Background: an optimization exercise with open tools, aiming at small area and a short achievable clock period. Do not read the settings as production practice.
At most, simulation tests tie the RTL to the original design; equivalence was not proved.
Power is estimated from default activity; no workload was simulated.

==> flow/design.v <==
package async_fifo_pkg;
    localparam int DATA_W = 8;
    localparam int ADDR_W = 8;
endpackage
module async_fifo_sync2 #(
    parameter int DEPTH = 3
) (
    input  logic i_clk,
    input  logic i_rst_n,
    input  logic i_d,
    output logic o_q
);
    logic [DEPTH-1:0] r_hist;
    always_ff @(posedge i_clk or negedge i_rst_n) begin
        if (!i_rst_n) r_hist <= '0;
        else          r_hist <= {r_hist[DEPTH-2:0], i_d};
    end
    assign o_q = r_hist[DEPTH-1];
endmodule
module async_fifo (
    input  logic       clk,
    input  logic       rst_n,
    input  logic       winc,
    input  logic [7:0] wdata,
    output logic       wfull,
    output logic       half_full,
    input  logic       rinc,
    output logic [7:0] rdata,
    output logic       rempty,
    output logic       half_empty
);
    logic [7:0]  r_mem [4][64];
    logic [15:0] r_wlo;         
    logic [15:0] r_whi;         
    logic [3:0]  r_rbank;       
    logic [7:0]  r_rlo [4];     
    logic [7:0]  r_rhi [4];     
    logic [7:0]  r_win [4];     
    logic [8:0]  r_lw;
    logic [8:0]  r_lr;
    logic        r_wfull;
    logic        r_half_full;
    logic        r_rempty;
    logic        r_half_empty;
    logic [7:0]  r_rdata;
    logic        w_push;
    logic        w_pop;
    logic        w_pop3;        
    logic        w_push3;       
    logic [8:0]  w_lw_base;
    logic [8:0]  w_lr_base;
    logic [8:0]  w_lw_next;
    logic [8:0]  w_lr_next;
    logic [15:0] w_wsel_hi;     
    logic [3:0]  w_head;        
    logic [7:0]  w_win [4];
    logic [7:0]  w_rdata;
    async_fifo_sync2 #(.DEPTH(3)) u_pop_hist (
        .i_clk (clk), .i_rst_n (rst_n), .i_d (w_pop), .o_q (w_pop3)
    );
    async_fifo_sync2 #(.DEPTH(3)) u_push_hist (
        .i_clk (clk), .i_rst_n (rst_n), .i_d (w_push), .o_q (w_push3)
    );
    always_comb begin
        w_push    = winc & ~r_wfull;
        w_lw_base = r_lw - 9'(w_pop3);
        w_lw_next = w_push ? w_lw_base + 9'd1 : w_lw_base;
        w_wsel_hi = r_whi & {16{~r_wfull}};
    end
    always_ff @(posedge clk or negedge rst_n) begin
        if (!rst_n) begin
            r_wlo       <= 16'd1;
            r_whi       <= 16'd1;
            r_lw        <= '0;
            r_wfull     <= 1'b0;
            r_half_full <= 1'b0;
        end else begin
            if (w_push) begin
                r_wlo <= {r_wlo[14:0], r_wlo[15]};
                if (r_wlo[15]) r_whi <= {r_whi[14:0], r_whi[15]};
            end
            r_lw        <= w_lw_next;
            r_wfull     <= w_lw_next[8];
            r_half_full <= w_lw_next[8] | w_lw_next[7];
        end
    end
    always_ff @(posedge clk) begin
        for (int e = 0; e < 256; e++) begin
            if (w_wsel_hi[e >> 4] && r_wlo[e & 15]) r_mem[e & 3][e >> 2] <= wdata;
        end
    end
    always_comb begin
        w_pop     = rinc & ~r_rempty;
        w_lr_base = r_lr + 9'(w_push3);
        w_lr_next = w_pop ? w_lr_base - 9'd1 : w_lr_base;
        w_head    = w_pop ? {r_rbank[2:0], r_rbank[3]} : r_rbank;
    end
    always_ff @(posedge clk or negedge rst_n) begin
        if (!rst_n) begin
            r_rbank      <= 4'd1;
            for (int b = 0; b < 4; b++) begin
                r_rlo[b] <= 8'd1;
                r_rhi[b] <= 8'd1;
            end
            r_lr         <= '0;
            r_rempty     <= 1'b1;
            r_half_empty <= 1'b1;
        end else begin
            if (w_pop) begin
                r_rbank <= {r_rbank[2:0], r_rbank[3]};
                for (int b = 0; b < 4; b++) begin
                    if (r_rbank[b]) begin
                        r_rlo[b] <= {r_rlo[b][6:0], r_rlo[b][7]};
                        if (r_rlo[b][7]) r_rhi[b] <= {r_rhi[b][6:0], r_rhi[b][7]};
                    end
                end
            end
            r_lr         <= w_lr_next;
            r_rempty     <= (w_lr_next == 9'd0);
            r_half_empty <= ~(w_lr_next[8] | w_lr_next[7]);
        end
    end
    always_comb begin
        for (int b = 0; b < 4; b++) begin
            w_win[b] = '0;
            for (int k = 0; k < 64; k++) begin
                w_win[b] = w_win[b] | (r_mem[b][k] & {8{r_rhi[b][k >> 3] & r_rlo[b][k & 7]}});
            end
        end
        w_rdata = '0;
        for (int b = 0; b < 4; b++) begin
            w_rdata = w_rdata | (r_win[b] & {8{w_head[b]}});
        end
    end
    always_ff @(posedge clk) begin
        for (int b = 0; b < 4; b++) r_win[b] <= w_win[b];
        r_rdata <= w_rdata;
    end
    assign rdata      = r_rdata;
    assign wfull      = r_wfull;
    assign half_full  = r_half_full;
    assign rempty     = r_rempty;
    assign half_empty = r_half_empty;
endmodule
module async_fifo_1clk (
    input  logic       clk,
    input  logic       rst_n,
    input  logic       winc,
    input  logic [7:0] wdata,
    output logic       wfull,
    output logic       half_full,
    input  logic       rinc,
    output logic [7:0] rdata,
    output logic       rempty,
    output logic       half_empty
);
    async_fifo u_fifo (
        .clk        (clk),
        .rst_n      (rst_n),
        .winc       (winc),
        .wdata      (wdata),
        .wfull      (wfull),
        .half_full  (half_full),
        .rinc       (rinc),
        .rdata      (rdata),
        .rempty     (rempty),
        .half_empty (half_empty)
    );
endmodule
==> flow/config.mk <==
export PLATFORM = sky130hd
export DESIGN_NAME = async_fifo_1clk
export DESIGN_NICKNAME = async_fifo_1clk
export VERILOG_FILES = /design/flow/design.v
export SDC_FILE = /design/flow/constraint.sdc
export NUM_CORES = 4
export LEC_CHECK = 0
export CAP_MARGIN = 20
export CORE_MARGIN = 2
export CORE_UTILIZATION = 45
export SETUP_SLACK_MARGIN = 3.4
export SLEW_MARGIN = 20
==> flow/constraint.sdc <==
create_clock -name core_clock -period 6.0 [get_ports {clk}]
set_input_delay 1.2000 -clock core_clock [delete_from_list [all_inputs] [get_ports {clk}]]
set_output_delay 1.2000 -clock core_clock [all_outputs]
set_load 0.01 [all_outputs]
run.sh (not shown) runs the stock make flow with config.mk's settings and CLKGATE_MAP_FILE= SYNTH_SCRIPT=/design/flow/synth_recipe.tcl, a recipe that flattens the netlist after the stock synthesis.
Rerun with:
--- a/flow/design.v
+++ b/flow/design.v
@@ -30,18 +30,20 @@
     output logic       half_empty
 );
     logic [7:0]  r_mem [4][64];
-    logic [15:0] r_wlo;         
-    logic [15:0] r_whi;         
+    logic [15:0] r_wlo_n;       
+    logic [15:0] r_whi_n;       
     logic [3:0]  r_rbank;       
     logic [7:0]  r_rlo [4];     
     logic [7:0]  r_rhi [4];     
     logic [7:0]  r_win [4];     
     logic [8:0]  r_lw;
     logic [8:0]  r_lr;
-    logic        r_wfull;
+    logic        r_wfull;       
+    logic        r_nfull_i;     
     logic        r_half_full;
-    logic        r_rempty;
-    logic        r_half_empty;
+    logic        r_nempty;      
+    logic        r_empty_i;     
+    logic        r_nhalf_empty;
     logic [7:0]  r_rdata;
     logic        w_push;
     logic        w_pop;
@@ -51,7 +53,7 @@
     logic [8:0]  w_lr_base;
     logic [8:0]  w_lw_next;
     logic [8:0]  w_lr_next;
-    logic [15:0] w_wsel_hi;     
+    logic [15:0] w_wsel_hi_n;   
     logic [3:0]  w_head;        
     logic [7:0]  w_win [4];
     logic [7:0]  w_rdata;
@@ -62,35 +64,37 @@
         .i_clk (clk), .i_rst_n (rst_n), .i_d (w_push), .o_q (w_push3)
     );
     always_comb begin
-        w_push    = winc & ~r_wfull;
+        w_push    = winc & r_nfull_i;
         w_lw_base = r_lw - 9'(w_pop3);
         w_lw_next = w_push ? w_lw_base + 9'd1 : w_lw_base;
-        w_wsel_hi = r_whi & {16{~r_wfull}};
+        w_wsel_hi_n = r_whi_n | {16{~r_nfull_i}};
     end
     always_ff @(posedge clk or negedge rst_n) begin
         if (!rst_n) begin
-            r_wlo       <= 16'd1;
-            r_whi       <= 16'd1;
+            r_wlo_n     <= ~16'd1;
+            r_whi_n     <= ~16'd1;
             r_lw        <= '0;
             r_wfull     <= 1'b0;
+            r_nfull_i   <= 1'b1;
             r_half_full <= 1'b0;
         end else begin
             if (w_push) begin
-                r_wlo <= {r_wlo[14:0], r_wlo[15]};
-                if (r_wlo[15]) r_whi <= {r_whi[14:0], r_whi[15]};
+                r_wlo_n <= {r_wlo_n[14:0], r_wlo_n[15]};
+                if (!r_wlo_n[15]) r_whi_n <= {r_whi_n[14:0], r_whi_n[15]};
             end
             r_lw        <= w_lw_next;
-            r_wfull     <= w_lw_next[8];
+            r_wfull     <= (w_lw_next == 9'd256);
+            r_nfull_i   <= ~w_lw_next[8];
             r_half_full <= w_lw_next[8] | w_lw_next[7];
         end
     end
     always_ff @(posedge clk) begin
         for (int e = 0; e < 256; e++) begin
-            if (w_wsel_hi[e >> 4] && r_wlo[e & 15]) r_mem[e & 3][e >> 2] <= wdata;
+            if (!w_wsel_hi_n[e >> 4] && !r_wlo_n[e & 15]) r_mem[e & 3][e >> 2] <= wdata;
         end
     end
     always_comb begin
-        w_pop     = rinc & ~r_rempty;
+        w_pop     = rinc & ~r_empty_i;
         w_lr_base = r_lr + 9'(w_push3);
         w_lr_next = w_pop ? w_lr_base - 9'd1 : w_lr_base;
         w_head    = w_pop ? {r_rbank[2:0], r_rbank[3]} : r_rbank;
@@ -103,8 +107,9 @@
                 r_rhi[b] <= 8'd1;
             end
             r_lr         <= '0;
-            r_rempty     <= 1'b1;
-            r_half_empty <= 1'b1;
+            r_nempty      <= 1'b0;
+            r_empty_i     <= 1'b1;
+            r_nhalf_empty <= 1'b0;
         end else begin
             if (w_pop) begin
                 r_rbank <= {r_rbank[2:0], r_rbank[3]};
@@ -116,8 +121,9 @@
                 end
             end
             r_lr         <= w_lr_next;
-            r_rempty     <= (w_lr_next == 9'd0);
-            r_half_empty <= ~(w_lr_next[8] | w_lr_next[7]);
+            r_nempty      <= (w_lr_next != 9'd0);
+            r_empty_i     <= (w_lr_next == 9'd0);
+            r_nhalf_empty <= w_lr_next[8] | w_lr_next[7];
         end
     end
     always_comb begin
@@ -139,8 +145,8 @@
     assign rdata      = r_rdata;
     assign wfull      = r_wfull;
     assign half_full  = r_half_full;
-    assign rempty     = r_rempty;
-    assign half_empty = r_half_empty;
+    assign rempty     = ~r_nempty;
+    assign half_empty = ~r_nhalf_empty;
 endmodule
 module async_fifo_1clk (
     input  logic       clk,
- hold slack gets better by 0.0067 ns
- global-route usage grows by 0.52 points
- first-iteration DRC count came out higher by 3.8%
- flip-flop and latch count increases by 3
- non-clock buffer count rose by 103
- count of clock-buffer cells in the layout goes up by 25
- clock power barely changes
- critical path depth goes up by 1
- final cell count barely changes
- combinational power increases to 8.7 times its value
- routed wire length increases by about 1.5%
- final area goes up by about 0.75%
- die area is lower by 0.42%
Function not checked in the second run of this note: the RTL went through the layout flow alone.

## afterwards: timing with drivers on the ports
How much do the figures lean on ideal ports? The routed layouts below were timed once more, with nothing changed but the port constraints. Step 1: set_driving_cell puts a clkbuf_16 on clk and a buf_2 on each other input, an assumption about the parent block. Step 2, shift: input delay + t, output delay - t, t = (earliest + latest rising clock arrival at the registers) / 2. This alone moves slack from input paths to output paths. Three values: no drivers, after step 1, after step 2; two values: the first two.
run	shift t [ns]	setup slack, ns	worst setup path at the end
the first run	0.939	3.295 / 3.217 / 2.693	input to register
the second run	0.919	3.252 / 3.252 / 2.626	input to register
After both steps every run listed still meets setup and hold. The setup slack of the second run, which loses most, moves by 0.000 ns with the drivers and by -0.626 ns with both steps.
